This design comes from an exercise in tuning for small area on the open sky130 flow, not from production work. Function was checked by simulation only, so behaviour that the tests miss may differ from the original. Power figures rest on the tool's default switching activity, not on a simulated workload.

==> flow/design.v <==
`default_nettype none
package pcc_pkg;
  localparam int unsigned DataW = 16;
  localparam int unsigned IntegW = 24;
  localparam int unsigned CfgIdxW = 3;
endpackage
`default_nettype wire
`default_nettype none
module pid_controller_clamped_unit #(
  parameter int unsigned UPDATE_RATE_HZ = 30
) (
  input  wire                               clk_i,
  input  wire                               rst_ni,
  input  wire                               cfg_valid_i,
  output logic                              cfg_ready_o,
  input  wire  [pcc_pkg::CfgIdxW-1:0]       cfg_index_i,
  input  wire  [pcc_pkg::DataW-1:0]         cfg_data_i,
  input  wire                               in_valid_i,
  output logic                              in_ready_o,
  input  wire                               time_passed_i,
  input  wire  signed [pcc_pkg::DataW-1:0]  setpoint_i,
  input  wire  signed [pcc_pkg::DataW-1:0]  measured_i,
  output logic                              out_valid_o,
  input  wire                               out_ready_i,
  output logic signed [pcc_pkg::DataW-1:0]  drive_o
);
  localparam logic [2:0] PhIdle = 3'd0;
  localparam logic [2:0] Ph1    = 3'd1;
  localparam logic [2:0] Ph2    = 3'd2;
  localparam logic [2:0] Ph3    = 3'd3;
  localparam logic [2:0] Ph4    = 3'd4;
  logic signed [15:0] kp_q, ki_q, kd_q, mn_q, mx_q;
  logic        [4:0]  cv_q;     
  logic signed [15:0] prev_q;
  logic               sv_q;     
  logic               out_valid_q;
  logic        [15:0] drive_q;
  logic [2:0] ph_q, ph_d;
  logic [4:0] g_q;                       
  logic       rd_q;                       
  logic        br_e_q, br_d_q, br_30_q;   
  logic [4:0]  dl_q;                      
  logic [16:0] acc_q;                     
  logic        pd_q;                      
  logic [3:0]  r_q;                       
  logic        br_q_q;                    
  logic        cy_q;                      
  logic        br_l_q, br_h_q;            
  logic        lt_q, gt_q, inv_q;         
  logic [23:0] ra_q, rb_q;                
  logic        p_q;                       
  logic        sgn_q;                     
  logic hold, first, jfirst, last;
  logic accept;
  assign cfg_ready_o = 1'b1;
  assign out_valid_o = out_valid_q;
  assign drive_o     = drive_q;
  assign hold        = !time_passed_i;
  always_ff @(posedge clk_i or negedge rst_ni) begin
    if (!rst_ni) begin
      cv_q <= '0;
    end else if (cfg_valid_i) begin
      case (cfg_index_i)
        3'd0: cv_q[0] <= 1'b1;
        3'd1: cv_q[1] <= 1'b1;
        3'd2: cv_q[2] <= 1'b1;
        3'd3: cv_q[3] <= 1'b1;
        3'd4: cv_q[4] <= 1'b1;
        default: ;
      endcase
    end
  end
  always_ff @(posedge clk_i) begin
    if (cfg_valid_i) begin
      case (cfg_index_i)
        3'd0: kp_q <= cfg_data_i;
        3'd1: ki_q <= cfg_data_i;
        3'd2: kd_q <= cfg_data_i;
        3'd3: mn_q <= cfg_data_i;
        3'd4: mx_q <= cfg_data_i;
        default: ;
      endcase
    end
  end
  always_comb begin
    ph_d = ph_q;
    last = 1'b0;
    unique case (ph_q)
      Ph1: if (rd_q && g_q == 5'd23) ph_d = Ph2;
      Ph2: if (rd_q && g_q == 5'd23) ph_d = Ph3;
      Ph3: if (rd_q && g_q == 5'd23) ph_d = Ph4;
      Ph4: if (rd_q && g_q == 5'd0) begin ph_d = PhIdle; last = 1'b1; end
      default: if (g_q == 5'd23) ph_d = hold ? Ph4 : Ph1;
    endcase
    if (!in_valid_i || (ph_q == PhIdle && out_valid_q)) begin
      ph_d = PhIdle;
    end
  end
  always_ff @(posedge clk_i or negedge rst_ni) begin
    if (!rst_ni) begin
      ph_q <= PhIdle;
      rd_q <= 1'b0;
      g_q  <= '0;
    end else begin
      ph_q <= ph_d;
      if (ph_q == PhIdle || ph_d == PhIdle) rd_q <= 1'b0;
      else if (g_q == 5'd23) rd_q <= !rd_q;
      g_q  <= (g_q == 5'd23) ? 5'd0 : g_q + 5'd1;
    end
  end
  logic n_hi, n_mid, n_le24, n_gt24, n_ge9, n_24, n_28, n_32, n_le32, n_37;
  assign n_hi   = rd_q || g_q[4];                      
  assign n_le24 = !rd_q || (g_q == 5'd0);              
  assign n_gt24 = !n_le24;                             
  assign n_ge9  = rd_q || (g_q >= 5'd9);               
  assign n_mid  = !rd_q && (g_q >= 5'd9);              
  assign n_24   = rd_q && (g_q == 5'd0);
  assign n_28   = rd_q && (g_q == 5'd4);
  assign n_32   = rd_q && (g_q == 5'd8);
  assign n_le32 = !rd_q || (g_q <= 5'd8);
  assign n_37   = rd_q && (g_q == 5'd13);
  assign in_ready_o = last;
  assign accept     = last && in_valid_i;
  assign first      = !rd_q && (g_q == 5'd0);
  assign jfirst     = !rd_q && (g_q == 5'd1);
  logic [3:0]  ie;
  logic        sp_b, pv_b, prev_b;
  logic        e_b, dlt_b, d30_b;
  logic        a_b, b_b;
  assign ie     = n_hi ? 4'd15 : g_q[3:0];
  assign sp_b   = setpoint_i[ie];
  assign pv_b   = measured_i[ie];
  assign prev_b = sv_q && prev_q[ie];
  logic br_e_in, br_d_in, br_30_in;
  assign br_e_in  = br_e_q  && !first;
  assign br_d_in  = br_d_q  && !first;
  assign br_30_in = br_30_q && !first;
  assign e_b   = sp_b ^ pv_b ^ br_e_in;
  assign dlt_b = pv_b ^ prev_b ^ br_d_in;
  assign a_b   = dl_q[0];
  assign b_b   = dl_q[4];
  assign d30_b = a_b ^ b_b ^ br_30_in;
  always_ff @(posedge clk_i) begin
    br_e_q  <= (!sp_b && pv_b) || (!(sp_b ^ pv_b) && br_e_in);
    br_d_q  <= (!pv_b && prev_b) || (!(pv_b ^ prev_b) && br_d_in);
    br_30_q <= (!a_b && b_b) || (!(a_b ^ b_b) && br_30_in);
    dl_q    <= {dl_q[3:0], dlt_b && (ph_q == Ph3)};
  end
  logic [15:0] k1, op_a, op_b;
  logic        k1v;
  logic [17:0] acc_in, sum;   
  logic        x_b;
  assign k1     = (ph_q == Ph3) ? kp_q : ki_q;
  assign k1v    = (ph_q == Ph3) ? cv_q[0] : cv_q[1];
  assign op_a   = (e_b && k1v) ? k1 : 16'd0;
  assign op_b   = (d30_b && cv_q[2] && (ph_q == Ph3)) ? kd_q : 16'd0;
  assign acc_in = first ? 18'd0 : {acc_q[16], acc_q};
  logic [17:0] ea, eb, cs_s;
  logic [16:0] cs_c;
  logic [16:0] rc;
  assign ea   = {{2{op_a[15]}}, op_a};
  assign eb   = {{2{op_b[15]}}, op_b};
  assign cs_s = acc_in ^ ea ^ eb;
  assign cs_c = (acc_in[16:0] & ea[16:0]) | (acc_in[16:0] & eb[16:0]) | (ea[16:0] & eb[16:0]);
  assign rc[0]  = 1'b0;
  assign sum[0] = cs_s[0];
  for (genvar i = 1; i < 18; i++) begin : g_rip
    assign sum[i] = cs_s[i] ^ cs_c[i-1] ^ rc[i-1];
    if (i < 17) begin : g_c
      assign rc[i] = (cs_s[i] & cs_c[i-1]) | (cs_s[i] & rc[i-1]) | (cs_c[i-1] & rc[i-1]);
    end
  end
  assign x_b    = sum[0];
  always_ff @(posedge clk_i) begin
    acc_q <= sum[17:1];
    pd_q  <= x_b;
  end
  logic        i_b, lo_b, hi_b;
  assign i_b  = sv_q && (n_gt24 ? sgn_q : (p_q ? rb_q[0] : ra_q[0]));
  logic [3:0] mi;
  logic       m_in, m_top;
  assign mi    = g_q[3:0] + 4'd7;
  assign m_in  = n_mid;
  assign m_top = rd_q;                                 
  assign lo_b = cv_q[3] && ((m_in && mn_q[mi]) || (m_top && mn_q[15]));
  assign hi_b = cv_q[4] && ((m_in && mx_q[mi]) || (m_top && mx_q[15]));
  logic [3:0] r_add, r_inc, r_dec;
  assign r_inc = (r_q == 4'd14) ? 4'd0 : r_q + 4'd1;
  assign r_dec = (r_q == 4'd0) ? 4'd14 : r_q - 4'd1;
  assign r_add = !x_b ? r_q : n_32 ? r_dec : r_inc;
  logic br_q_in, q_b;
  assign br_q_in = br_q_q && !jfirst;
  assign q_b     = r_q[0] ^ x_b ^ br_q_in;
  logic i2_b;
  always_comb begin
    if (n_gt24)      i2_b = sgn_q;
    else if (lt_q)  i2_b = inv_q ? hi_b : lo_b;
    else if (gt_q)  i2_b = hi_b;
    else            i2_b = p_q ? ra_q[0] : rb_q[0];
  end
  logic u_b, w_b, cy_in, v_b;
  assign u_b   = (ph_q == Ph3) ? pd_q : q_b;
  assign w_b   = (ph_q == Ph3) ? i2_b : i_b;
  assign cy_in = cy_q && !jfirst;
  assign v_b   = u_b ^ w_b ^ cy_in;
  logic c_b, br_l_in, br_h_in, l_b, h_b;
  assign c_b     = (ph_q == Ph1) ? lo_b : v_b;
  assign br_l_in = br_l_q && !jfirst;
  assign br_h_in = br_h_q && !jfirst;
  assign l_b     = c_b ^ lo_b ^ br_l_in;    
  assign h_b     = hi_b ^ c_b ^ br_h_in;    
  always_ff @(posedge clk_i) begin
    br_q_q <= (!r_q[0] && x_b) || (!(r_q[0] ^ x_b) && br_q_in);
    cy_q   <= (u_b && w_b) || ((u_b ^ w_b) && cy_in);
    br_l_q <= (!c_b && lo_b) || (!(c_b ^ lo_b) && br_l_in);
    br_h_q <= (!hi_b && c_b) || (!(hi_b ^ c_b) && br_h_in);
    unique case (ph_q)
      Ph1: begin
        if (first) r_q <= '0;
        else if (n_le32) r_q <= {r_add[0], r_add[3:1]};
        if (n_28) inv_q <= h_b;
      end
      Ph2: begin
        if (!first) r_q <= {q_b, r_q[3:1]};
        if (n_24) sgn_q <= i_b;
        if (n_28) begin
          lt_q <= l_b;
          gt_q <= h_b;
        end
      end
      Ph3: begin
        if (n_24) sgn_q <= i2_b;
        if (n_ge9 && n_le24) drive_q <= {v_b, drive_q[15:1]};
        if (n_37) begin
          lt_q <= l_b;
          gt_q <= h_b;
        end
      end
      Ph4: if (n_ge9) begin
        drive_q <= {hold ? 1'b0 : gt_q ? hi_b : lt_q ? lo_b : drive_q[0],
                    drive_q[15:1]};
      end
      default: ;
    endcase
  end
  logic w_en, wr_b, ra_in, rb_in;
  assign w_en  = !first && n_le24 && ((ph_q == Ph2) || (ph_q == Ph3));
  assign wr_b  = (ph_q == Ph3) ? i2_b : v_b;
  assign ra_in = (w_en &&  p_q) ? wr_b : ra_q[0];
  assign rb_in = (w_en && !p_q) ? wr_b : rb_q[0];
  always_ff @(posedge clk_i) begin
    ra_q <= {ra_in, ra_q[23:1]};
    rb_q <= {rb_in, rb_q[23:1]};
  end
  always_ff @(posedge clk_i or negedge rst_ni) begin
    if (!rst_ni) begin
      sv_q <= 1'b0;
    end else if (accept && !hold) begin
      sv_q <= 1'b1;
    end
  end
  always_ff @(posedge clk_i or negedge rst_ni) begin
    if (!rst_ni) begin
      p_q <= 1'b0;
    end else if (accept && !hold) begin
      p_q <= !p_q;
    end
  end
  always_ff @(posedge clk_i) begin
    if (accept && !hold) begin
      prev_q <= measured_i;
    end
  end
  always_ff @(posedge clk_i or negedge rst_ni) begin
    if (!rst_ni) begin
      out_valid_q <= 1'b0;
    end else if (accept) begin
      out_valid_q <= 1'b1;
    end else if (out_ready_i) begin
      out_valid_q <= 1'b0;
    end
  end
endmodule
`default_nettype wire
==> flow/flow/run.sh <==
#!/bin/bash
# The standard layout with three changes:
#  - synthesis maps with an area-oriented ABC script (flow/abc_area.script in
#    place of ORFS's abc_speed.script; everything else in the scripts folder
#    is ORFS's own, copied unchanged);
#  - the port buffers are the smallest buffer cell;
#  - the clock tree is built from clkbuf_8 without dummy loads.
set -euo pipefail
here=$PWD
rm -rf "$here/scripts_area"
cp -r "$FLOW_HOME/scripts" "$here/scripts_area"
cp "$here/flow/abc_area.script" "$here/scripts_area/abc_speed.script"
export BUFFER_PORTS_ARGS="-buffer_cell sky130_fd_sc_hd__buf_1"
export CTS_ARGS="-sink_clustering_enable -repair_clock_nets -buf_list {sky130_fd_sc_hd__clkbuf_8 sky130_fd_sc_hd__clkbuf_16} -sink_clustering_size 24 -sink_clustering_max_diameter 70 -dont_use_dummy_load"
bash standard.sh "SCRIPTS_DIR=$here/scripts_area" finish > standard.log 2>&1
==> flow/flow/abc_area.script <==
&get -n
&st
&dch -f
&nf -a
&st
&syn2
&dch -f
&nf -a
&put
==> flow/standard.sh <==
#!/bin/bash
# synth_recipe.tcl (not shown) runs the flow's synth.tcl, then flattens the netlist and writes it again
# the make line also repeats each setting of config.mk as NAME=value (left out here)
make -C /OpenROAD-flow-scripts/flow DESIGN_CONFIG=/design/flow/config.mk WORK_HOME=/design/flow/orfs CLKGATE_MAP_FILE= SYNTH_SCRIPT=/design/flow/synth_recipe.tcl "${@:-finish}"
==> flow/config.mk <==
export PLATFORM = sky130hd
export DESIGN_NAME = pid_controller_clamped_unit
export DESIGN_NICKNAME = pid_controller_clamped_unit
export VERILOG_FILES = /design/flow/design.v
export SDC_FILE = /design/flow/constraint.sdc
export NUM_CORES = 4
export LEC_CHECK = 0
export CAP_MARGIN = 20
export CORE_MARGIN = 2
export CORE_UTILIZATION = 60
export CTS_BUF_LIST = sky130_fd_sc_hd__clkbuf_8
export CTS_CLUSTER_DIAMETER = 60
export CTS_CLUSTER_SIZE = 16
export SLEW_MARGIN = 20
==> flow/constraint.sdc <==
create_clock -name core_clock -period 11.0 [get_ports {clk_i}]
set_input_delay 2.2000 -clock core_clock [delete_from_list [all_inputs] [get_ports {clk_i}]]
set_output_delay 2.2000 -clock core_clock [all_outputs]
set_load 0.01 [all_outputs]
==> impl_results.md, run 1 <==
- Status: finished clean
- CTS hold repair buffers: 0
- Worst EP required: 11.35 ns
- Worst path max stage delay: 0.47 ns
- Gpl congestion: 0.830
- Starting Density: 61.7%
- Static leakage: 0.00351 uW
- Clk Latency, worst-skew pair: 0.48 ns
- Port bufs: 74
- Hold slack: 0.328 ns
- Pre-CTS setup slack: -0.180 ns
- EDFF count, synth: 120
- Die width: 124 um
- Row count: 43
- VDD IR max: 0.134 mV
- Total global routing overflow: 0
- Slew @ Worst Pin: 1.02 ns
- Ports: 76
- Initial antenna violation count: 0
- Pwr Density: 148 mW/mm^2
- Post-route ant nets: 0
- Post-DP HPWL: 11.2 mm
- Post-CTS setup buffers: 0
- Commonest non-fill, non-tap cell in the layout: edfxtp_1
- HP Class: reg -> reg
- CTS HTree Levels: 1
- Post-synthesis sequential area ratio: 65.1%
- Dpl cells: 871
- Core Area: 0.0139 mm^2
- Max cap viols: 0
- Hold Path Depth: 0
- Critical R2R Launch: g_q[1]$_DFF_PN0_
- Height of the die: 124 um
- CTS Buf Count: 13
- Ys flop type: edfxtp_1
- Synth Warn #: 1
- Fraction of layout cells with a size suffix above 1: 5.96%
- Fill cells: 992
- Min Tclk post-route: 10.63 ns
- R2r setup slk: 0.97 ns
- CTS tree: done
- CTS sink count: 215
- Clk buf depth: 3
- Min-Delay Endpoint: rb_q[14]$_DFF_P_
- Pin count of the biggest net entering global routing: 29
- Post-Route WL: 16.0 mm
- R2r endpoint: acc_q[16]$_DFF_P_
- Post-synthesis cell area: 0.00859 mm^2
- DR DRC count: 0
- CP Class: in -> reg
- Slew margin rel.: 31.6%
- Post-CTS resize count: 0
- CP Max Fanout: 4
- Most used cell, CP: fa_1
- Setup WS post-layout: 0.367 ns
- Hold path startpoint: rb_q[15]$_DFF_P_
- Detailed Routing Iterations Pass 1: 5
- RSZ-0062 raised after global routing: no
- FF-to-FF path depth: 31
- Die area: 0.0153 mm^2
- Clock-pin slew of the registers on the worst-case setup and hold paths: 0.09 ns
- First-pass GRT wire length: 25.9 mm
- Overall routing resource usage: 22.1%
- Slowest CP cell: mux4_2
- Number of global-route vias before repair: 5,127
- Period utilisation layout: 96.7%
- Endpoints failing setup: 0
- Antenna Cells: 0
- Fin. Hold Viols: 0
- Post-Syn Nets: 713
- Mapped Cells: 605
- Detailed router's first-iteration violation count: 392
- Nets@finish: 815
- Crit path capture type: flop
- Syn_area_per_cell: 14.2 um^2
- Synthesis-stage register bit count: 215
- Max Slew Vio Count: 0
- Non-Filler Instances: 885
- CTS root buf: clkbuf_16
- Via-to-Cell Ratio: 5.66
- Clk_skew: 0.0484 ns
- Fmax achieved: 94.0 MHz
- Commonest non-fill, non-tap cells in the layout: edfxtp_1, dfxtp_1, nand2_1
- DR WL/cell: 18.1 um
- Vias: 5,005
- Crit path launch type: primary input
- Post-synth ARST share: 7.91%
- WP data arrival: 10.98 ns
- Yosys cell types: 47
- Area growth from synthesis to layout: 11.0%
- Post-layout util: 68.4%
[cell type report]
| class | instances | area [um^2] | share of cell area, % |
|---|---|---|---|
| Clock buffer | 13 | 325 | 3.41 |
| Inverter | 17 | 63.8 | 0.669 |
| Multi-Input combinational cell | 372 | 2950 | 30.9 |
| Sequential cell | 215 | 5590 | 58.6 |
| Tap cell | 180 | 225 | 2.36 |
| Timing Repair Buffer | 88 | 387 | 4.05 |
[cells by family after synthesis]
logic type                 synth area share (%)
DFF                                        65.1
AOI/OAI and AO/OA                          6.60
buffers and inverters                     0.830
muxes                                      4.65
xor gates and xnor gates                  0.714
and+or+nand+nor                            11.3
other                                    0.0436
adders and majority gates                  10.8
[cell usage after synthesis (3+ instances only)]
cell type | n | area [um^2]
o31a_1 | 3 | 26.3
or2_0 | 5 | 31.3
mux2i_1 | 5 | 50.1
ha_1 | 12 | 150
nor2_1 | 24 | 90.1
or3_1 | 4 | 25.0
xnor2_1 | 4 | 35.0
dfxtp_1 | 78 | 1560
dfrtp_1 | 17 | 425
clkinv_1 | 17 | 63.8
xor2_1 | 3 | 26.3
a31oi_1 | 9 | 56.3
nand3_1 | 12 | 60.1
nor2b_1 | 26 | 163
o21ai_0 | 20 | 100
a21oi_1 | 32 | 160
mux4_2 | 12 | 270
and3_1 | 5 | 31.3
mux2_1 | 7 | 78.8
a221oi_1 | 4 | 35.0
fa_1 | 39 | 781
nand2_1 | 75 | 282
nor3_1 | 11 | 55.1
and2_0 | 20 | 125
edfxtp_1 | 120 | 3600
nand2b_1 | 9 | 56.3
o31ai_1 | 4 | 30.0
[where the power goes]
group	leakage [uW]	internal, uW	total, uW	switching (uW)
registers	0.00193	870	877	6.73
clock network	0.000160	212	443	231
logic	0.00141	38.7	91.8	53.1
total	0.00351	1120	1410	291
[how the worst max path moves through the flow]
stage | start | to | slack [ns] | cells after the start
after global placement | measured_i[5] | acc_q[16]$_DFF_P_ | -0.01 | 29
after global routing | measured_i[11] | acc_q[16]$_DFF_P_ | 0.04 | 29
after CTS | measured_i[11] | acc_q[16]$_DFF_P_ | 0.33 | 29
after floorplan | measured_i[5] | acc_q[16]$_DFF_P_ | 0.08 | 27
after detailed placement | measured_i[11] | acc_q[16]$_DFF_P_ | -0.18 | 29
final | measured_i[11] | acc_q[16]$_DFF_P_ | 0.37 | 29
[state kept, by name, indices dropped and copies added (netlist names), 16 cells and up]
name and flops:
mx_q 16, kd_q 16, drive_q 16, kp_q 16, rb_q 24, acc_q 17, mn_q 16, prev_q 16
ki_q 16, ra_q 24
[per-stage QoR]
stage                     instance area (um^2)  power (uW)  setup TNS, ns
after floorplan                           8590         951              0
after global placement                    9200         981        -0.0125
after detailed placement                  9200         988         -0.180
after CTS                                 9530        1430              0
after global routing                      9540        1470              0
final                                     9540        1410              0
[metal layers]
| layer | global-route usage, % | wire length, um | up-vias |
|---|---|---|---|
| met2 | 37.8 | 7730 | 158 |
| li1 | - | - | 2365 |
| met5 | 0 | 0 | - |
| met1 | 29.9 | 7080 | 2459 |
| met3 | 3.48 | 808 | 23 |
| met4 | 5.89 | 362 | 0 |
[worst max-delay path, delay by kind of cell]
kind | cells | cell delay, ns
mux | 1 | 0.47
fa+ha+maj | 18 | 6.98
xor+xnor | 2 | 0.26
simple gates | 2 | 0.21
compound gates | 4 | 0.58
buf+inv | 2 | 0.26
==> run 2, diff against run 1 <==
--- a/flow/flow/run.sh
+++ b/flow/flow/run.sh
@@ -11,5 +11,5 @@
 cp -r "$FLOW_HOME/scripts" "$here/scripts_area"
 cp "$here/flow/abc_area.script" "$here/scripts_area/abc_speed.script"
 export BUFFER_PORTS_ARGS="-buffer_cell sky130_fd_sc_hd__buf_1"
-export CTS_ARGS="-sink_clustering_enable -repair_clock_nets -buf_list {sky130_fd_sc_hd__clkbuf_8 sky130_fd_sc_hd__clkbuf_16} -sink_clustering_size 24 -sink_clustering_max_diameter 70 -dont_use_dummy_load"
+export CTS_ARGS="-sink_clustering_enable -repair_clock_nets -buf_list sky130_fd_sc_hd__clkbuf_8 -sink_clustering_size 20 -sink_clustering_max_diameter 60 -dont_use_dummy_load"
 bash standard.sh "SCRIPTS_DIR=$here/scripts_area" finish > standard.log 2>&1
==> run 2 against run 1 <==
Effect of this change: first-iteration DRC count down 4.8%; combinational power about the same; wire length is 0.31% lower; core utilization shrank 0.85 points; register-to-register slack barely moved; clock power is 22% lower; global-route usage fell by 0.11 points; critical path depth stayed put; clock skew is 0.014 ns lower; sequential power about the same; final area fell by 1.2%; sequential cell count is the same; critical endpoint unchanged; largest power group unchanged.
==> impl_results.md, run 2 <==
- Detailed router's first-iteration violation count: 373 (-4.8%)
- Xor/xnor cell area share of the yosys netlist: 0.714% (unchanged)
- CTS hold repair buffers: 0 (unchanged)
- Die width: 124 um (unchanged)
- Area growth from synthesis to layout: 9.63%
- First-pass GRT wire length: 25.8 mm (-0.19%)
- Synth Warn #: 1 (unchanged)
- Core Area: 0.0139 mm^2 (unchanged)
- Via-to-Cell Ratio: 5.69 (+0.57%)
- Share of Yosys cell area claimed by the top area cell type: 41.9% (unchanged)
- Status: finished clean
- Starting Density: 61.7% (unchanged)
- Most common library cells after synthesis: edfxtp_1, dfxtp_1, nand2_1
- VDD IR max: 0.123 mV (-8.6%)
- Pwr Density: 139 mW/mm^2 (-5.8%)
- CTS root buf: clkbuf_8
- CTS sink count: 215 (unchanged)
- Hold slack: 0.329 ns (+0.000722 ns)
- Port bufs: 74 (unchanged)
- Setup WS post-layout: 0.392 ns (+0.0246 ns)
- Syn_area_per_cell: 14.2 um^2 (unchanged)
- Post-Syn Nets: 713 (unchanged)
- Multiplexer share of the synthesized area: 4.65% (unchanged)
- Post-synthesis sequential area ratio: 65.1% (unchanged)
- Ys flop type: edfxtp_1
- Regs by FF count: ra_q x24, rb_q x24, acc_q x17
- Post-CTS setup buffers: 0 (unchanged)
- Fill cells: 1,015 (+2.3%)
- Slew @ Worst Pin: 0.964 ns (-0.0585 ns)
- Slowest CP cell: mux4_2
- Synth area leader: edfxtp_1
- Height of the die: 124 um (unchanged)
- CTS tree: done
- Setup TNS: 0 ns (unchanged)
- Fraction of layout cells with a size suffix above 1: 6.22% (+0.27 points)
- Yosys cell types: 47 (unchanged)
- DR DRC count: 0 (unchanged)
- Crit path launch type: primary input
- Clk buf depth: 3 (unchanged)
- Gpl congestion: 0.830 (unchanged)
- Pre-CTS setup slack: -0.180 ns (unchanged)
- EDFF count, synth: 120 (unchanged)
- Post-Route WL: 15.9 mm (-0.31%)
- CP Class: in -> reg
- Pin count of the biggest net entering global routing: 29 (unchanged)
- PnR Total Power: 1310 uW (-6.9%)
- Post-synthesis cell area: 0.00859 mm^2 (unchanged)
- Max Slew Vio Count: 0 (unchanged)
- Worst EP required: 11.38 ns (+0.03 ns)
- Fmax achieved: 94.3 MHz (+0.23%)
- RSZ-0062 raised after global routing: no
- Largest family of logic cells by synthesized area: simple AND/OR/NAND/NOR gates
- Synthesis-stage register bit count: 215 (unchanged)
- Clk Latency, worst-skew pair: 0.50 ns (+0.02 ns)
- Synth Area in Compound Gates: 6.60% (unchanged)
- Simple-gate share of the synthesized area: 11.3% (unchanged)
- Static leakage: 0.00346 uW (-1.5%)
- Min Tclk post-route: 10.61 ns (-0.0246 ns)
- Period utilisation layout: 96.4% (-0.22 points)
- WP data arrival: 10.99 ns (about the same)
- Post-synthesis adder-cell area fraction: 10.8% (unchanged)
- Nets@finish: 817 (+0.25%)
- Number of global-route vias before repair: 5,114 (-0.25%)
- DR WL/cell: 18.0 um (-0.54%)
- Antenna Cells: 0 (unchanged)
- Endpoints failing setup: 0 (unchanged)
- Clock-pin slew of the registers on the worst-case setup and hold paths: 0.12 ns (+0.03 ns)
- Vias: 5,045 (+0.80%)
- Post-synth ARST share: 7.91% (unchanged)
- Commonest non-fill, non-tap cells in the layout: edfxtp_1, dfxtp_1, nand2_1
- Worst path max stage delay: 0.47 ns (about the same)
- Detailed Routing Iterations Pass 1: 4 (-1)
- Dominant cell by count in the synthesized netlist: edfxtp_1
- Fin. Hold Viols: 0 (unchanged)
- CTS Buf Count: 15 (+2)
- Slew margin rel.: 35.6% (+3.9 points)
- Total global routing overflow: 0 (unchanged)
- CTS HTree Levels: 1 (unchanged)
- Overall routing resource usage: 22.0% (-0.11 points)
- Die area: 0.0153 mm^2 (unchanged)
- HP Class: reg -> reg
- Post-CTS resize count: 0 (unchanged)
- Ports: 76 (unchanged)
- Crit path buf inv count: 2 (unchanged)
- Delay-heaviest family, CP: adder cells
- Mapped Cells: 605 (unchanged)
- Most used cell, CP: fa_1
- Crit path capture type: flop
- Commonest non-fill, non-tap cell in the layout: edfxtp_1
- Row count: 43 (unchanged)
- Post-route ant nets: 0 (unchanged)
- Clk_skew: 0.0348 ns (-0.0137 ns)
- Initial antenna violation count: 0 (unchanged)
- Ranking of synthesized cells by area: edfxtp_1, dfxtp_1, fa_1, dfrtp_1, nand2_1
- CP Max Fanout: 4 (unchanged)
- Post-layout util: 67.6% (-0.85 points)
- Max cap viols: 0 (unchanged)
- Post-DP HPWL: 11.2 mm (unchanged)
## run 2: cell counts after synthesis
Identical to the previous run, type by type.
## run 2: cell families after synthesis
logic type | after synthesis
compound gates | 91
xor+xnor | 7
fa+ha+maj | 51
buf+inv | 18
flops | 215
mux | 24
other cells | 1
simple gates | 198
## run 2: per-layer routing
metal	track usage (%)	up-vias	routed length [um]
met4	5.54	0	332
met2	37.3	147	7700
met3	3.53	23	796
met1	30.1	2504	7110
li1	-	2371	-
met5	0	-	0
## run 2: stage by stage
stage | std cells | cell area [um^2]
global placement | 871 | 9200
floorplan | 605 | 8590
detailed placement | 871 | 9200
finish | 887 | 9420
CTS | 886 | 9410
global route | 887 | 9420
## run 2: worst reg2reg max path, delay by kind of cell, from the launching register on
family	cells	cell delay, ns
AOI/OAI and AO/OA	2	0.27
xor gates and xnor gates	2	0.26
buffers and inverters	3	0.68
adders and majority gates	20	7.53
and+or+nand+nor	4	0.65
DFF	1	0.52
## run 2: path summary, 6_finish.rpt
path                                   from                  end  slack, ns  cells after the start
setup / recovery             measured_i[11]    acc_q[16]$_DFF_P_       0.39                     29
hold / removal             ra_q[10]$_DFF_P_      ra_q[9]$_DFF_P_       0.33                      0
setup reg to reg           g_q[1]$_DFF_PN0_    acc_q[16]$_DFF_P_       0.98                     31
hold reg to reg            ra_q[10]$_DFF_P_      ra_q[9]$_DFF_P_       0.33                      0
max in group asynchronous            rst_ni  cv_q[4]$_DFFE_PN0P_       8.92                      2
min in group asynchronous            rst_ni     g_q[0]$_DFF_PN0_       1.62                      1
## run 2: layout make-up
type                       instances  area [um^2]  share of cell area, %
sequential                       215         5590                   59.4
multi-input combinational        372         2950                   31.3
tap                              180          225                   2.39
inverter                          17         63.8                  0.677
clock buffer                      15          206                   2.19
timing repair buffer              88          387                   4.10
## run 2: report_power, final
part / internal [uW] / switching, uW
clock: 124 / 221
sequential: 870 / 6.69
combinational: 38.6 / 52.9
total: 1030 / 281
==> run 3, diff against run 2 <==
--- a/flow/config.mk
+++ b/flow/config.mk
@@ -5,10 +5,10 @@
 export SDC_FILE = /design/flow/constraint.sdc
 export NUM_CORES = 4
 export LEC_CHECK = 0
-export CAP_MARGIN = 20
+export CAP_MARGIN = 0
 export CORE_MARGIN = 2
 export CORE_UTILIZATION = 60
 export CTS_BUF_LIST = sky130_fd_sc_hd__clkbuf_8
 export CTS_CLUSTER_DIAMETER = 60
-export CTS_CLUSTER_SIZE = 16
-export SLEW_MARGIN = 20
+export CTS_CLUSTER_SIZE = 20
+export SLEW_MARGIN = 0
==> run 3 against run 2 <==
Effect of this change: clock power about the same; synthesized cell count unchanged; critical endpoint unchanged; power about the same; die area unchanged; via count stayed put; worst setup slack better by 0.0065 ns; sequential cell count did not move; register-to-register slack hardly changed; critical path type unchanged; still clean; hold slack barely moved.
==> impl_results.md, run 3 <==
- Detailed router's first-iteration violation count: 415 (+11%)
- Ports: 76 (unchanged)
- Hold slack: 0.329 ns (+0.0000810 ns)
- CTS hold repair buffers: 0 (unchanged)
- Endpoints failing setup: 0 (unchanged)
- Area growth from synthesis to layout: 9.49%
- Clk_skew: 0.0326 ns (-0.00222 ns)
- Reg area: 0.00559 mm^2 (unchanged)
- Most common library cells after synthesis: edfxtp_1, dfxtp_1, nand2_1
- Switch share: 21.4% (about the same)
- Crit path buf inv count: 2 (unchanged)
- Die area: 0.0153 mm^2 (unchanged)
- Dominant cell by count in the synthesized netlist: edfxtp_1
- Antenna Cells: 0 (unchanged)
- Share of Yosys cell area claimed by the top area cell type: 41.9% (unchanged)
- Post-Syn Nets: 713 (unchanged)
- Critical R2R Launch: g_q[1]$_DFF_PN0_
- Commonest non-fill, non-tap cells in the layout: edfxtp_1, dfxtp_1, nand2_1
- Detailed Routing Iterations Pass 1: 4 (unchanged)
- Pwr Density: 140 mW/mm^2 (+0.10%)
- Nets@finish: 816 (-0.12%)
- Met3 Routed Length: 864 um (+8.5%)
- RSZ-0062 raised after global routing: no
- Most used cell, CP: fa_1
- Post-synthesis cell area: 0.00859 mm^2 (unchanged)
- Post-CTS resize count: 0 (unchanged)
- Post-Route M1 WL: 7.05 mm (-0.77%)
- DR DRC count: 0 (unchanged)
- Max layer used: met4
- CTS root buf: clkbuf_8
- Status: finished clean
- VDD IR max: 0.123 mV (+0.35%)
- Overall routing resource usage: 22.0% (unchanged)
- Port bufs: 74 (unchanged)
- Post-Route WL: 15.9 mm (-0.16%)
- Clk buf depth: 3 (unchanged)
- Seq pwr share: 66.8% (about the same)
- CP Class: in -> reg
- PnR Total Power: 1310 uW (about the same)
- Gpl congestion: 0.830 (unchanged)
- Max cap viols: 0 (unchanged)
- Static leakage: 0.00345 uW (-0.18%)
- Post-synthesis sequential area ratio: 65.1% (unchanged)
- Fin. Hold Viols: 0 (unchanged)
- Number of global-route vias before repair: 5,114 (unchanged)
- Die width: 124 um (unchanged)
- CTS HTree Levels: 1 (unchanged)
- Fmax achieved: 94.3 MHz (about the same)
- Setup WS post-layout: 0.398 ns (+0.00654 ns)
- Commonest non-fill, non-tap cell in the layout: edfxtp_1
- Fill cells: 1,014 (-0.099%)
- Vias: 5,045 (unchanged)
- CTS sink count: 215 (unchanged)
- Post-layout util: 67.5% (-0.081 points)
- Worst path max stage delay: 0.47 ns (about the same)
- Pre-CTS setup slack: -0.180 ns (unchanged)
- Synthesis-stage register bit count: 215 (unchanged)
- Synth area leader: edfxtp_1
- Yosys cell types: 47 (unchanged)
- Clock-pin slew of the registers on the worst-case setup and hold paths: 0.12 ns (about the same)
- CP Max Fanout: 4 (unchanged)
- Hold path startpoint: ra_q[10]$_DFF_P_
- Via-to-Cell Ratio: 5.69 (+0.11%)
- Post-CTS setup buffers: 0 (unchanged)
- Min-Delay Endpoint: ra_q[9]$_DFF_P_
- Regs by FF count: ra_q x24, rb_q x24, acc_q x17
- Fraction of layout cells with a size suffix above 1: 6.09% (-0.13 points)
- Total global routing overflow: 0 (unchanged)
- Period utilisation layout: 96.4% (about the same)
- Min Tclk post-route: 10.60 ns (-0.00654 ns)
- Synth Warn #: 1 (unchanged)
- Post-DP HPWL: 11.2 mm (unchanged)
- Height of the die: 124 um (unchanged)
- Hold Path Depth: 0 (unchanged)
- Post-route ant nets: 0 (unchanged)
- Metal2 WL: 7.66 mm (-0.52%)
- Clk Latency, worst-skew pair: 0.50 ns (about the same)
- HP Class: reg -> reg
- CTS Buf Count: 15 (unchanged)
- Slew @ Worst Pin: 0.964 ns (+0.000297 ns)
- DR WL/cell: 18.0 um (about the same)
- Crit path launch type: primary input
- NetSw: 281 uW (about the same)
- Row count: 43 (unchanged)
- Starting Density: 61.7% (unchanged)
- WP data arrival: 10.99 ns (about the same)
- Mapped Cells: 605 (unchanged)
- Pin count of the biggest net entering global routing: 29 (unchanged)
- R2r setup slk: 0.98 ns (about the same)
- CTS tree: done
- Worst EP required: 11.38 ns (about the same)
- Post-synth ARST share: 7.91% (unchanged)
- P_int: 1030 uW (about the same)
- Comb pwr share: 6.9% (about the same)
- Core Area: 0.0139 mm^2 (unchanged)
- Slowest CP cell: mux4_2
- Slew margin rel.: 35.5% (about the same)
- Crit path capture type: flop
- Max Slew Vio Count: 0 (unchanged)
- EDFF count, synth: 120 (unchanged)
- Ranking of synthesized cells by area: edfxtp_1, dfxtp_1, fa_1, dfrtp_1, nand2_1
- First-pass GRT wire length: 25.8 mm (unchanged)
- FF-to-FF path depth: 31 (unchanged)
- R2r endpoint: acc_q[16]$_DFF_P_
- Syn_area_per_cell: 14.2 um^2 (unchanged)
- Multi-input logic area: 0.00295 mm^2 (unchanged)
- Delay-heaviest family, CP: adder cells
- Initial antenna violation count: 0 (unchanged)
- Clock power frac: 26.3% (about the same)
- Ys flop type: edfxtp_1
==> run 3: routing by layer <==
layer,GRT usage [%],vias to the layer above
met5,0,-
met4,5.54,0
met3,3.53,23
met2,37.3,156
met1,30.1,2500
li1,-,2366
==> run 3: layout make-up <==
type                    instances  area share (%)
flip-flops and latches        215            59.4
multi-input cells             372            31.3
repair buffers                 87            3.99
well taps                     180            2.39
clock buffers                  15            2.19
inverters                      17           0.678
==> run 3: worst max-delay path by stage <==
stage / from / to / slack, ns / cells past startpoint
after floorplan: measured_i[5] / acc_q[16]$_DFF_P_ / 0.08 / 27
final: measured_i[11] / acc_q[16]$_DFF_P_ / 0.40 / 29
after CTS: measured_i[11] / acc_q[16]$_DFF_P_ / 0.37 / 29
after detailed placement: measured_i[11] / acc_q[16]$_DFF_P_ / -0.18 / 29
after global routing: measured_i[11] / acc_q[16]$_DFF_P_ / 0.09 / 29
after global placement: measured_i[5] / acc_q[16]$_DFF_P_ / -0.01 / 29
==> run 3: logic make-up (layout without fill, tap and decap cells) <==
family                     count (synthesis)  count (layout)  synth area share (%)
other                                      1               1                0.0436
AOI/OAI and AO/OA                         91              91                  6.60
xor gates and xnor gates                   7               7                 0.714
buffers and inverters                     18             119                 0.830
DFF                                      215             215                  65.1
adders and majority gates                 51              51                  10.8
muxes                                     24              24                  4.65
and+or+nand+nor                          198             198                  11.3
==> run 3: power by group through the flow <==
stage	clock network (uW)	logic, uW	registers, uW
6_report	345	91.2	877
5_1_grt	385	105	879
4_1_cts	360	93.4	877
3_5_place_dp	0	93.2	895
3_3_place_gp	0	87.0	894
2_1_floorplan	0	58.6	893
==> run 3: stage by stage <==
stage / std cells / setup TNS (ns) / cell area [um^2]
after floorplan: 605 / 0 / 8590
after global placement: 871 / -0.0125 / 9200
after detailed placement: 871 / -0.180 / 9200
after CTS: 886 / 0 / 9410
after global routing: 886 / 0 / 9410
final: 886 / 0 / 9410
==> run 4, diff against run 3 <==
--- a/flow/design.v
+++ b/flow/design.v
@@ -76,8 +76,8 @@
         3'd0: kp_q <= cfg_data_i;
         3'd1: ki_q <= cfg_data_i;
         3'd2: kd_q <= cfg_data_i;
-        3'd3: mn_q <= cfg_data_i;
-        3'd4: mx_q <= cfg_data_i;
+        3'd3: mn_q <= {cfg_data_i[6:0], cfg_data_i[15:7]};
+        3'd4: mx_q <= {cfg_data_i[6:0], cfg_data_i[15:7]};
         default: ;
       endcase
     end
@@ -179,11 +179,11 @@
   assign i_b  = sv_q && (n_gt24 ? sgn_q : (p_q ? rb_q[0] : ra_q[0]));
   logic [3:0] mi;
   logic       m_in, m_top;
-  assign mi    = g_q[3:0] + 4'd7;
+  assign mi    = g_q[3:0];
   assign m_in  = n_mid;
   assign m_top = rd_q;                                 
-  assign lo_b = cv_q[3] && ((m_in && mn_q[mi]) || (m_top && mn_q[15]));
-  assign hi_b = cv_q[4] && ((m_in && mx_q[mi]) || (m_top && mx_q[15]));
+  assign lo_b = cv_q[3] && ((m_in && mn_q[mi]) || (m_top && mn_q[8]));
+  assign hi_b = cv_q[4] && ((m_in && mx_q[mi]) || (m_top && mx_q[8]));
   logic [3:0] r_add, r_inc, r_dec;
   assign r_inc = (r_q == 4'd14) ? 4'd0 : r_q + 4'd1;
   assign r_dec = (r_q == 4'd0) ? 4'd14 : r_q - 4'd1;
--- a/flow/config.mk
+++ b/flow/config.mk
@@ -5,10 +5,10 @@
 export SDC_FILE = /design/flow/constraint.sdc
 export NUM_CORES = 4
 export LEC_CHECK = 0
-export CAP_MARGIN = 0
+export CAP_MARGIN = 20
 export CORE_MARGIN = 2
 export CORE_UTILIZATION = 60
 export CTS_BUF_LIST = sky130_fd_sc_hd__clkbuf_8
 export CTS_CLUSTER_DIAMETER = 60
-export CTS_CLUSTER_SIZE = 20
-export SLEW_MARGIN = 0
+export CTS_CLUSTER_SIZE = 16
+export SLEW_MARGIN = 20
==> run 4 against run 3 <==
Effect of this change: still clean; die area shrank 0.36%; combinational power up 140%; clock power increased by 2%; sequential power up 3.6%; hold slack worse by 0.0068 ns; highest routed layer unchanged.
==> impl_results.md, run 4 <==
- Total global routing overflow: 0 (unchanged)
- Crit path launch type: primary input
- Post-synthesis sequential area ratio: 65.3% (+0.25 points)
- Synth Warn #: 1 (unchanged)
- Pin count of the biggest net entering global routing: 25 (-14%)
- Number of global-route vias before repair: 5,159 (+0.88%)
- Non-Filler Instances: 897 (+1.2%)
- CTS tree: done
- CTS HTree Levels: 1 (unchanged)
- Post-DP HPWL: 11.9 mm (+6.2%)
- DR WL/cell: 18.8 um (+4.6%)
- Detailed Routing Iterations Pass 1: 5 (+1)
- Synthesis-stage register bit count: 215 (unchanged)
- CTS Buf Count: 15 (unchanged)
- Yosys cell types: 45 (-4.3%)
- Overall routing resource usage: 23.0% (+1.0 points)
- Min Tclk post-route: 10.47 ns (-0.132 ns)
- Endpoints failing setup: 0 (unchanged)
- Ports: 76 (unchanged)
- Slew margin rel.: 34.8% (-0.71 points)
- Clock-pin slew of the registers on the worst-case setup and hold paths: 0.12 ns (about the same)
- Post-route ant nets: 0 (unchanged)
- Slew @ Worst Pin: 0.977 ns (+0.0127 ns)
- Die width: 123 um (-0.18%)
- Crit path capture type: flop
- Most used cell, CP: fa_1
- Gpl congestion: 0.817 (-1.5%)
- Mapped Cells: 617 (+2.0%)
- Fin. Hold Viols: 0 (unchanged)
- Post-synthesis cell area: 0.00856 mm^2 (-0.38%)
- CTS root buf: clkbuf_8
- Synth area leader: edfxtp_1
- Fraction of layout cells with a size suffix above 1: 5.30% (-0.79 points)
- Commonest non-fill, non-tap cell in the layout: edfxtp_1
- Max cap viols: 0 (unchanged)
- Slowest CP cell: fa_1
- Nets@finish: 826 (+1.2%)
- Commonest non-fill, non-tap cells in the layout: edfxtp_1, dfxtp_1, buf_1
- WP data arrival: 10.91 ns (-0.08 ns)
- Setup WS post-layout: 0.530 ns (+0.132 ns)
- Ranking of synthesized cells by area: edfxtp_1, dfxtp_1, fa_1, dfrtp_1, nand2_1
- Post-synth ARST share: 7.91% (unchanged)
- Static leakage: 0.00341 uW (-1.1%)
- Regs by FF count: ra_q x24, rb_q x24, acc_q x17
- Post-Syn Nets: 724 (+1.5%)
- Dpl cells: 882 (+1.3%)
- Via-to-Cell Ratio: 5.73 (+0.56%)
- Syn_area_per_cell: 13.9 um^2 (-2.3%)
- Most common library cells after synthesis: edfxtp_1, dfxtp_1, nand2_1
- Dominant cell by count in the synthesized netlist: edfxtp_1
- Vias: 5,136 (+1.8%)
- Core Area: 0.0139 mm^2 (unchanged)
- Die area: 0.0152 mm^2 (-0.36%)
- Detailed router's first-iteration violation count: 432 (+4.1%)
- CP Max Fanout: 3 (-1)
- CP Class: in -> reg
- Ys flop type: edfxtp_1
- EDFF count, synth: 120 (unchanged)
- Post-Route WL: 16.8 mm (+5.9%)
- Worst path max stage delay: 0.48 ns (about the same)
- Fmax achieved: 95.5 MHz (+1.3%)
- Worst EP required: 11.44 ns (+0.06 ns)
- First-pass GRT wire length: 26.6 mm (+3.0%)
- DR DRC count: 0 (unchanged)
- Starting Density: 61.4% (-0.23 points)
- Port bufs: 74 (unchanged)
- Initial antenna violation count: 2 (+2)
- HP Class: reg -> reg
- Pre-CTS setup slack: -0.0120 ns (+0.168 ns)
- Post-CTS setup buffers: 0 (unchanged)
- Status: finished clean
- Clk buf depth: 3 (unchanged)
- PnR Total Power: 1470 uW (+12%)
- Clk_skew: 0.0409 ns (+0.00832 ns)
- Area growth from synthesis to layout: 9.46% (about the same)
- Pwr Density: 157 mW/mm^2 (+13%)
- Share of Yosys cell area claimed by the top area cell type: 42.1% (+0.16 points)
- Post-CTS resize count: 0 (unchanged)
- CTS hold repair buffers: 0 (unchanged)
- Antenna Cells: 0 (unchanged)
- Row count: 43 (unchanged)
- CTS sink count: 215 (unchanged)
- Period utilisation layout: 95.2% (-1.2 points)
- Max Slew Vio Count: 0 (unchanged)
- VDD IR max: 0.158 mV (+28%)
- Clk Latency, worst-skew pair: 0.51 ns (about the same)
- Height of the die: 123 um (-0.18%)
- RSZ-0062 raised after global routing: no
run 4: cell count changes after synthesis, sizes merged, moves of 4 or more:
| cell | before | now |
|---|---|---|
| mux2 | 7 | 3 |
| a211oi | 0 | 7 |
| o22ai | 2 | 6 |
| nor3 | 11 | 15 |
| a221oi | 4 | 9 |
| nor2 | 24 | 30 |
| a31oi | 9 | 3 |
| mux4 | 12 | 8 |
| a21oi | 32 | 37 |
run 4: power by group:
group | switching [uW] | internal (uW) | total, uW
clock | 226 | 124 | 351
sequential | 13.4 | 896 | 909
combinational | 123 | 91.6 | 215
run 4: final timing paths:
kind                       slack, ns  cells after the start                   to             start
hold / removal                  0.32                      0      rb_q[2]$_DFF_P_   rb_q[3]$_DFF_P_
setup / recovery                0.53                     28    acc_q[16]$_DFF_P_    measured_i[12]
setup reg to reg                0.89                     30    acc_q[16]$_DFF_P_  rd_q$_DFFE_PN0P_
max in group asynchronous       9.02                      1     g_q[3]$_DFF_PN0_            rst_ni
hold reg to reg                 0.32                      0      rb_q[2]$_DFF_P_   rb_q[3]$_DFF_P_
min in group asynchronous       1.62                      1  cv_q[4]$_DFFE_PN0P_            rst_ni
run 4: kinds of logic (layout without fill, tap and decap cells):
logic type               count (synthesis)  in the layout  share of synthesized area (%)
AO/OA/AOI/OAI                          107            107                           7.86
XOR/XNOR                                 6              6                          0.614
adder cells (fa/ha/maj)                 50             50                           10.7
buffers and inverters                   20            120                          0.921
flip-flops                             215            215                           65.3
multiplexers                            15             15                           2.97
other                                    1              1                         0.0438
AND/OR/NAND/NOR                        203            203                           11.5
run 4: layout make-up:
class | instances | area, um^2
fillers | 1046 | 4570
repair buffers | 86 | 369
multi-input cells | 382 | 2910
flip-flops and latches | 215 | 5590
clock buffers | 15 | 206
inverters | 19 | 71.3
well taps | 180 | 225
run 4: routing by layer:
layer / vias to the layer above / global-route usage (%) / wire length [um] / part of all wire (%)
met3: 30 / 3.41 / 1080 / 6.4
met2: 166 / 37.6 / 8100 / 48
met5: - / 0 / 0 / 0
met1: 2527 / 32.2 / 7300 / 43
met4: 0 / 7.24 / 360 / 2.1
li1: 2413 / - / - / -
run 4: through the flow:
stage / area [um^2] / util [%] / setup TNS [ns] / hold WS (ns)
floorplan: 8560 / - / 0 / 0.310
CTS: 9370 / 67.2 / 0 / 0.331
finish: 9370 / 67.2 / 0 / 0.322
global placement: 9160 / 65.7 / 0 / 0.311
detailed placement: 9160 / 65.7 / -0.0120 / 0.312
global route: 9370 / 67.2 / 0 / 0.339
run 4: critical path: cells and delay by family:
family / cells / cell delay, ns
adders and majority gates: 18 / 7.05
xor gates and xnor gates: 2 / 0.34
buffers and inverters: 1 / 0.08
and+or+nand+nor: 2 / 0.25
AOI/OAI and AO/OA: 5 / 0.95
==> run 5, diff against run 4 <==
--- a/flow/flow/run.sh
+++ b/flow/flow/run.sh
@@ -11,5 +11,5 @@
 cp -r "$FLOW_HOME/scripts" "$here/scripts_area"
 cp "$here/flow/abc_area.script" "$here/scripts_area/abc_speed.script"
 export BUFFER_PORTS_ARGS="-buffer_cell sky130_fd_sc_hd__buf_1"
-export CTS_ARGS="-sink_clustering_enable -repair_clock_nets -buf_list sky130_fd_sc_hd__clkbuf_8 -sink_clustering_size 20 -sink_clustering_max_diameter 60 -dont_use_dummy_load"
+export CTS_ARGS="-sink_clustering_enable -repair_clock_nets -buf_list sky130_fd_sc_hd__clkbuf_8 -sink_clustering_size 16 -sink_clustering_max_diameter 60 -dont_use_dummy_load"
 bash standard.sh "SCRIPTS_DIR=$here/scripts_area" finish > standard.log 2>&1
==> run 5 against run 4 <==
Effect of this change: first-iteration DRC count fell by 8.8%; worst setup slack got worse by 0.012 ns; sequential share of layout area fell by 0.17 points; via count barely moved; power rose by 1.4%; sequential cell count did not move; final area rose by 0.29%; largest cell class unchanged; critical path type unchanged; register-to-register slack barely moved; non-clock buffer count did not move; clock power rose by 6.0%.
==> impl_results.md, run 5 <==
- Status: finished clean
- First-pass GRT wire length: 26.6 mm (about the same)
- Synthesis-stage register bit count: 215 (unchanged)
- FF-to-FF path depth: 30 (unchanged)
- Post-CTS setup buffers: 0 (unchanged)
- Area growth from synthesis to layout: 9.78%
- Min Tclk post-route: 10.48 ns (+0.0122 ns)
- Post-synthesis cell area: 0.00856 mm^2 (unchanged)
- Post-DP HPWL: 11.9 mm (unchanged)
- Commonest non-fill, non-tap cell in the layout: edfxtp_1
- Crit path launch type: primary input
- Clk buf depth: 3 (unchanged)
- PnR Total Power: 1490 uW (+1.4%)
- Ys flop type: edfxtp_1
- Synth Warn #: 1 (unchanged)
- Starting Density: 61.4% (unchanged)
- Post-synth ARST share: 7.91% (unchanged)
- Critical R2R Launch: g_q[0]$_DFF_PN0_
- Min-Delay Endpoint: rb_q[7]$_DFF_P_
- VDD IR max: 0.147 mV (-6.9%)
- Crit path capture type: flop
- Dominant cell by count in the synthesized netlist: edfxtp_1
- Gpl congestion: 0.817 (unchanged)
- Post-CTS resize count: 0 (unchanged)
- Clock-pin slew of the registers on the worst-case setup and hold paths: 0.09 ns (-0.03 ns)
- Synth area leader: edfxtp_1
- R2r setup slk: 0.90 ns (about the same)
- DR WL/cell: 18.7 um (-0.23%)
- Post-route ant nets: 0 (unchanged)
- Max cap viols: 0 (unchanged)
- Clk_skew: 0.0238 ns (-0.0171 ns)
- Ports: 76 (unchanged)
- CP Max Fanout: 3 (unchanged)
- Detailed router's first-iteration violation count: 394 (-8.8%)
- Hold slack: 0.331 ns (+0.00918 ns)
- Post-Syn Nets: 724 (unchanged)
- Nets@finish: 828 (+0.24%)
- Post-Route WL: 16.8 mm (about the same)
- Slew margin rel.: 34.1% (-0.72 points)
- Detailed Routing Iterations Pass 1: 5 (unchanged)
- Via-to-Cell Ratio: 5.71 (-0.30%)
- CTS root buf: clkbuf_8
- Share of Yosys cell area claimed by the top area cell type: 42.1% (unchanged)
- CTS sink count: 215 (unchanged)
- Commonest non-fill, non-tap cells in the layout: edfxtp_1, dfxtp_1, buf_1
- Vias: 5,132 (-0.078%)
- Endpoints failing setup: 0 (unchanged)
- WP data arrival: 10.91 ns (about the same)
- R2r endpoint: acc_q[16]$_DFF_P_
- CTS tree: done
- EDFF count, synth: 120 (unchanged)
- CTS hold repair buffers: 0 (unchanged)
- CTS Buf Count: 17 (+2)
- Max Slew Vio Count: 0 (unchanged)
- Static leakage: 0.00343 uW (+0.42%)
- Clk Latency, worst-skew pair: 0.50 ns (about the same)
- Most used cell, CP: fa_1
- HP Class: reg -> reg
- Initial antenna violation count: 2 (unchanged)
- Fmax achieved: 95.4 MHz (-0.12%)
- Slew @ Worst Pin: 0.987 ns (+0.0108 ns)
- Die width: 123 um (unchanged)
- Antenna Cells: 0 (unchanged)
- Height of the die: 123 um (unchanged)
- Mapped Cells: 617 (unchanged)
- Overall routing resource usage: 22.9% (-0.12 points)
- CP Class: in -> reg
- Port bufs: 74 (unchanged)
- Fin. Hold Viols: 0 (unchanged)
- Pwr Density: 159 mW/mm^2 (+1.1%)
- Number of global-route vias before repair: 5,152 (-0.14%)
- Post-synthesis sequential area ratio: 65.3% (unchanged)
- Worst path max stage delay: 0.48 ns (about the same)
- Row count: 43 (unchanged)
- Total global routing overflow: 0 (unchanged)
- Regs by FF count: ra_q x24, rb_q x24, acc_q x17
- DR DRC count: 0 (unchanged)
- Pin count of the biggest net entering global routing: 25 (unchanged)
- Yosys cell types: 45 (unchanged)
- Hold Path Depth: 0 (unchanged)
- Period utilisation layout: 95.3% (+0.11 points)
- Non-Filler Instances: 899 (+0.22%)
- Slowest CP cell: fa_1
- Ranking of synthesized cells by area: edfxtp_1, dfxtp_1, fa_1, dfrtp_1, nand2_1
- Worst EP required: 11.43 ns (about the same)
- Most common library cells after synthesis: edfxtp_1, dfxtp_1, nand2_1
- Fraction of layout cells with a size suffix above 1: 5.56% (+0.26 points)
- Hold path startpoint: rb_q[8]$_DFF_P_
- Dpl cells: 882 (unchanged)
- CTS HTree Levels: 1 (unchanged)
- Syn_area_per_cell: 13.9 um^2 (unchanged)
- RSZ-0062 raised after global routing: no
- Die area: 0.0152 mm^2 (unchanged)
- Fill cells: 1,037 (-0.86%)
- Core Area: 0.0139 mm^2 (unchanged)
[run 5: changes by cell type in the layout (fill, tap and decap cells not counted), sizes merged]
cell    delta
clkbuf     +2
[run 5: logic make-up (layout without fill, tap and decap cells)]
group           count (synthesis)  in the layout  synth area share (%)
buf+inv                        20            122                 0.921
other cells                     1              1                0.0438
simple gates                  203            203                  11.5
xor+xnor                        6              6                 0.614
mux                            15             15                  2.97
compound gates                107            107                  7.86
flops                         215            215                  65.3
fa+ha+maj                      50             50                  10.7
[run 5: report_power, final]
group	leakage, uW	switching (uW)	internal, uW
Combinational	0.00137	122	91.2
Clock	0.000122	232	140
Sequential	0.00193	13.3	896
[run 5: layout make-up]
class	instances	area (um^2)	area share [%]
Inverter	19	71.3	0.759
Clock buffer	17	234	2.49
Tap cell	180	225	2.40
Multi-Input combinational cell	382	2910	30.9
Timing Repair Buffer	86	369	3.93
Sequential cell	215	5590	59.5
[run 5: metal layers]
| metal | vias to the layer above | global-route usage (%) | share of wire (%) |
|---|---|---|---|
| li1 | 2409 | - | - |
| met1 | 2549 | 32.4 | 44 |
| met2 | 148 | 37.5 | 48 |
| met3 | 26 | 3.97 | 5.5 |
| met4 | 0 | 5.33 | 1.8 |
| met5 | - | 0 | 0 |
[run 5: worst max path at each step]
| stage | startpoint | end | depth (start not counted) | slack, ns |
|---|---|---|---|---|
| after floorplan | measured_i[12] | acc_q[16]$_DFF_P_ | 27 | 0.16 |
| after global placement | measured_i[12] | acc_q[16]$_DFF_P_ | 28 | 0.23 |
| after detailed placement | measured_i[12] | acc_q[16]$_DFF_P_ | 28 | -0.01 |
| after CTS | measured_i[12] | acc_q[16]$_DFF_P_ | 28 | 0.51 |
| after global routing | measured_i[12] | acc_q[16]$_DFF_P_ | 28 | 0.19 |
| final | measured_i[12] | acc_q[16]$_DFF_P_ | 28 | 0.52 |
[run 5: critical path, delay by kind of cell]
kind,cells,cell delay [ns]
buffers and inverters,1,0.08
AND/OR/NAND/NOR,2,0.25
AO/OA/AOI/OAI,5,0.98
XOR/XNOR,2,0.34
adder cells (fa/ha/maj),18,7.05
[run 5: through the flow]
step / TNS (ns) / util [%] / setup slack (ns) / cell area (um^2)
global placement: 0 / 65.7 / 0.228 / 9160
global route: 0 / 67.4 / 0.187 / 9400
detailed placement: -0.0120 / 65.7 / -0.0120 / 9160
finish: 0 / 67.4 / 0.518 / 9400
CTS: 0 / 67.4 / 0.509 / 9400
floorplan: 0 / - / 0.164 / 8560
==> run 6, diff against run 5 <==
--- a/flow/design.v
+++ b/flow/design.v
@@ -108,7 +108,7 @@
       g_q  <= (g_q == 5'd23) ? 5'd0 : g_q + 5'd1;
     end
   end
-  logic n_hi, n_mid, n_le24, n_gt24, n_ge9, n_24, n_28, n_32, n_le32, n_37;
+  logic n_hi, n_mid, n_le24, n_gt24, n_ge9, n_24, n_28, n_le36, n_37;
   assign n_hi   = rd_q || g_q[4];                      
   assign n_le24 = !rd_q || (g_q == 5'd0);              
   assign n_gt24 = !n_le24;                             
@@ -116,8 +116,7 @@
   assign n_mid  = !rd_q && (g_q >= 5'd9);              
   assign n_24   = rd_q && (g_q == 5'd0);
   assign n_28   = rd_q && (g_q == 5'd4);
-  assign n_32   = rd_q && (g_q == 5'd8);
-  assign n_le32 = !rd_q || (g_q <= 5'd8);
+  assign n_le36 = !rd_q || (g_q <= 5'd12);
   assign n_37   = rd_q && (g_q == 5'd13);
   assign in_ready_o = last;
   assign accept     = last && in_valid_i;
@@ -184,13 +183,10 @@
   assign m_top = rd_q;                                 
   assign lo_b = cv_q[3] && ((m_in && mn_q[mi]) || (m_top && mn_q[8]));
   assign hi_b = cv_q[4] && ((m_in && mx_q[mi]) || (m_top && mx_q[8]));
-  logic [3:0] r_add, r_inc, r_dec;
-  assign r_inc = (r_q == 4'd14) ? 4'd0 : r_q + 4'd1;
-  assign r_dec = (r_q == 4'd0) ? 4'd14 : r_q - 4'd1;
-  assign r_add = !x_b ? r_q : n_32 ? r_dec : r_inc;
-  logic br_q_in, q_b;
+  logic br_q_in, q_b, qa_b;
   assign br_q_in = br_q_q && !jfirst;
   assign q_b     = r_q[0] ^ x_b ^ br_q_in;
+  assign qa_b    = r_q[0] ^ (ph_q == Ph2);    
   logic i2_b;
   always_comb begin
     if (n_gt24)      i2_b = sgn_q;
@@ -210,14 +206,14 @@
   assign l_b     = c_b ^ lo_b ^ br_l_in;    
   assign h_b     = hi_b ^ c_b ^ br_h_in;    
   always_ff @(posedge clk_i) begin
-    br_q_q <= (!r_q[0] && x_b) || (!(r_q[0] ^ x_b) && br_q_in);
+    br_q_q <= (qa_b && x_b) || (qa_b && br_q_in) || (x_b && br_q_in);
     cy_q   <= (u_b && w_b) || ((u_b ^ w_b) && cy_in);
     br_l_q <= (!c_b && lo_b) || (!(c_b ^ lo_b) && br_l_in);
     br_h_q <= (!hi_b && c_b) || (!(hi_b ^ c_b) && br_h_in);
     unique case (ph_q)
       Ph1: begin
-        if (first) r_q <= '0;
-        else if (n_le32) r_q <= {r_add[0], r_add[3:1]};
+        if (first || (n_37 && r_q == 4'd15)) r_q <= '0;
+        else if (n_le36) r_q <= {q_b, r_q[3:1]};
         if (n_28) inv_q <= h_b;
       end
       Ph2: begin
==> run 6 against run 5 <==
Effect of this change: via count is 5.4% lower; hold slack hardly changed; cell count is 2.6% lower; sequential cell count stayed put; clock power hardly changed; clock-buffer cell count stayed put; synthesized cell count is 4.5% lower; non-clock buffer count is 4 higher; combinational power is 58% lower; core utilization is 0.064 points higher; first-iteration DRC count is 29% lower; largest cell class unchanged; largest power group unchanged.
==> impl_results.md, run 6 <==
- Hold Path Depth: 0 (unchanged)
- Slew margin rel.: 36.4% (+2.3 points)
- WP data arrival: 11.00 ns (+0.09 ns)
- DP Area: 0.00901 mm^2 (-1.7%)
- CTS Buf Count: 17 (unchanged)
- Overall routing resource usage: 21.2% (-1.7 points)
- Max Slew Vio Count: 0 (unchanged)
- Non-Filler Instances: 876 (-2.6%)
- Yosys cell types: 44 (-2.2%)
- Ys flop type: edfxtp_1
- Via-to-Cell Ratio: 5.54 (-2.9%)
- CTS sink count: 215 (unchanged)
- Clock-pin slew of the registers on the worst-case setup and hold paths: 0.10 ns (about the same)
- Fraction of layout cells with a size suffix above 1: 8.19% (+2.6 points)
- DR DRC count: 0 (unchanged)
- CTS HTree Levels: 1 (unchanged)
- CTS tree: done
- EDFF count, synth: 120 (unchanged)
- Post-Route WL: 15.2 mm (-9.5%)
- CTS root buf: clkbuf_8
- Share of Yosys cell area claimed by the top area cell type: 43.0% (+0.93 points)
- Status: finished clean
- CTS hold repair buffers: 0 (unchanged)
- Most common library cells after synthesis: edfxtp_1, dfxtp_1, nand2_1
- Detailed router's first-iteration violation count: 278 (-29%)
- Antenna Cells: 0 (unchanged)
- Post-DP HPWL: 10.5 mm (-12%)
- VDD IR max: 0.0941 mV (-36%)
- PnR Total Power: 1330 uW (-11%)
- FF-to-FF path depth: 30 (unchanged)
- Post-synthesis sequential area ratio: 66.8% (+1.4 points)
- Worst EP required: 11.40 ns (-0.03 ns)
- Max cap viols: 0 (unchanged)
- Commonest non-fill, non-tap cell in the layout: edfxtp_1
- Post-synth ARST share: 7.91% (unchanged)
- Starting Density: 60.8% (-0.62 points)
- Pwr Density: 144 mW/mm^2 (-9.7%)
- DR WL/cell: 17.4 um (-7.1%)
- Slew @ Worst Pin: 0.947 ns (-0.0402 ns)
- Min Tclk post-route: 10.60 ns (+0.120 ns)
- Gpl congestion: 0.896 (+9.7%)
- Crit path launch type: primary input
- Post-route ant nets: 0 (unchanged)
- Vias: 4,857 (-5.4%)
- Synth Warn #: 1 (unchanged)
- First-pass GRT wire length: 24.4 mm (-8.4%)
- CP Class: in -> reg
- Crit path capture type: flop
- Endpoints failing setup: 0 (unchanged)
- Synthesis-stage register bit count: 215 (unchanged)
- Post-Syn Nets: 691 (-4.6%)
- Finished Cell Area: 0.00930 mm^2 (-1.1%)
- Clk buf depth: 3 (unchanged)
- Total global routing overflow: 0 (unchanged)
- Dominant cell by count in the synthesized netlist: edfxtp_1
- Synth area leader: edfxtp_1
- Fmax achieved: 94.3 MHz (-1.1%)
- RSZ-0062 raised after global routing: no
- Dpl cells: 856 (-2.9%)
- Ports: 76 (unchanged)
- Mapped Cells: 589 (-4.5%)
- Commonest non-fill, non-tap cells in the layout: edfxtp_1, nand2_1, dfxtp_1
- Syn_area_per_cell: 14.2 um^2 (+2.5%)
- Number of global-route vias before repair: 4,883 (-5.2%)
- Port bufs: 74 (unchanged)
- Die area: 0.0149 mm^2 (-2.1%)
- Core Area: 0.0138 mm^2 (-1.2%)
- Ranking of synthesized cells by area: edfxtp_1, dfxtp_1, fa_1, dfrtp_1, nand2_1
- Clk_skew: 0.0239 ns (+0.0000829 ns)
- Initial antenna violation count: 0 (-2)
- Period utilisation layout: 96.4% (+1.1 points)
- CP Max Fanout: 5 (+2)
- Fin. Hold Viols: 0 (unchanged)
- Post-synthesis cell area: 0.00837 mm^2 (-2.2%)
- Nets@finish: 800 (-3.4%)
- Pin count of the biggest net entering global routing: 23 (-8.0%)
- Area growth from synthesis to layout: 11.0%
- Die width: 122 um (-1.1%)
- Height of the die: 122 um (-1.1%)
- Detailed Routing Iterations Pass 1: 7 (+2)
- Static leakage: 0.00336 uW (-1.8%)
- Post-layout util: 67.5% (about the same)
- Regs by FF count: ra_q x24, rb_q x24, acc_q x17
- HP Class: reg -> reg
- Clk Latency, worst-skew pair: 0.50 ns (about the same)
- Row count: 43 (unchanged)
## run 6: changes by cell type after synthesis, sizes merged, moves of 4 or more
cell | before | now
a211oi | 7 | 3
a21oi | 37 | 26
a221oi | 9 | 5
ha | 11 | 7
mux2i | 4 | 10
nand2 | 72 | 78
nand2b | 11 | 7
nor3 | 15 | 8
o21ai | 20 | 14
o22ai | 6 | 1
## run 6: final cells by class
class / instances / area [um^2]
Multi-Input combinational cell: 356 / 2780
Fill cell: 1030 / 4480
Inverter: 18 / 67.6
Sequential cell: 215 / 5590
Timing Repair Buffer: 90 / 402
Clock buffer: 17 / 234
Tap cell: 180 / 225
## run 6: repair_timing
| item | in CTS | in global routing |
|---|---|---|
| endpoints found under the setup margin | 0 | 2 |
| buffers inserted | 0 | 1 |
| gates resized for setup | 0 | 8 |
## run 6: worst paths after layout
| path | from | endpoint | slack (ns) |
|---|---|---|---|
| worst max-delay path | measured_i[11] | acc_q[16]$_DFF_P_ | 0.40 |
| worst min-delay path | rb_q[4]$_DFF_P_ | rb_q[3]$_DFF_P_ | 0.33 |
| worst max register to register | g_q[0]$_DFF_PN0_ | acc_q[16]$_DFF_P_ | 1.01 |
| worst min register to register | rb_q[4]$_DFF_P_ | rb_q[3]$_DFF_P_ | 0.33 |
| max in group asynchronous | rst_ni | g_q[4]$_DFF_PN0_ | 8.86 |
| min in group asynchronous | rst_ni | p_q$_DFFE_PN0P_ | 1.64 |
## run 6: layer usage
metal	up-vias	wire, um	global-route usage, %	share of wire [%]
li1	2294	-	-	-
met1	2412	6900	30.2	45
met2	131	7390	34.8	49
met3	20	628	3.04	4.1
met4	0	320	5.60	2.1
met5	-	0	0	0
## run 6: logic make-up after synthesis
| kind of cell | share of synthesized area, % |
|---|---|
| flops | 66.8 |
| simple gates | 11.9 |
| compound gates | 5.32 |
| fa+ha+maj | 10.2 |
| mux | 4.02 |
| buf+inv | 0.896 |
| xor+xnor | 0.837 |
| other cells | 0.0448 |
## run 6: critical path, cell delays in order
cell and delay, ns:
buf_1 0.08, mux4_2 0.46, a21oi_1 0.16, nand2_1 0.08, o31a_1 0.14, fa_1 0.54, nor2_4 0.20, o21ai_4 0.12
a21oi_2 0.15, fa_1 0.44, ha_1 0.22, fa_2 0.41, fa_2 0.40, fa_2 0.40, fa_2 0.41, fa_2 0.40
fa_2 0.41, fa_2 0.40, fa_1 0.41, fa_1 0.39, fa_1 0.39, fa_1 0.39, fa_1 0.40, fa_1 0.39
fa_1 0.39, fa_2 0.36, xnor2_2 0.14, xnor2_1 0.12
## run 6: power breakdown
group          internal [uW]  total, uW  switching, uW
Combinational           38.8       90.0           51.1
Sequential               870        876           6.37
Clock                    140        369            229
Total                   1050       1330            287
## run 6: per-stage QoR
stage          TNS (ns)  worst slack, ns  hold WS [ns]
6_report              0            0.397         0.332
5_1_grt               0           0.0376         0.335
4_1_cts               0           0.0830         0.333
3_5_place_dp     -0.686           -0.455         0.312
3_3_place_gp     -0.422           -0.305         0.310
2_1_floorplan         0           0.0166         0.310

-- what the ideal ports hide --
The results above use ideal ports. As a check the final layouts listed here were re-extracted and re-timed, cells and wires unchanged. Step 1 (the two cells are an assumption about what drives the block):
set clk [get_ports {clk_i}]
set_driving_cell -lib_cell sky130_fd_sc_hd__clkbuf_16 $clk
set_driving_cell -lib_cell sky130_fd_sc_hd__buf_2 [delete_from_list [all_inputs] $clk]
Step 2 adds t to the input delays and takes it off the output delays; t is the mean of the earliest and latest rising clock arrival at the registers after step 1. Input paths then give back, and output paths get back, about the clock's delay inside the block. a / b / c = no drivers / after step 1 / after step 2; a / b = the first two.
run	t (ns)	setup slack, ns	clock arrival spread, ns	cell pins on the clock port's net
run 1	0.497	0.367 / 0.386 / -0.111	0.049 / 0.050	1
run 2	0.522	0.392 / 0.407 / -0.114	0.035 / 0.035	1
run 3	0.520	0.398 / 0.414 / -0.106	0.033 / 0.032	1
run 4	0.528	0.530 / 0.545 / 0.018	0.043 / 0.043	1
run 5	0.526	0.518 / 0.534 / 0.008	0.024 / 0.024	1
run 6	0.523	0.397 / 0.417 / -0.106	0.025 / 0.024	1
Met with ideal ports but missed after step 2: setup timing in run 1, run 2, run 3 and run 6. The setup slack of run 4, which loses most, moves by +0.015 ns with the drivers and by -0.512 ns with both steps.
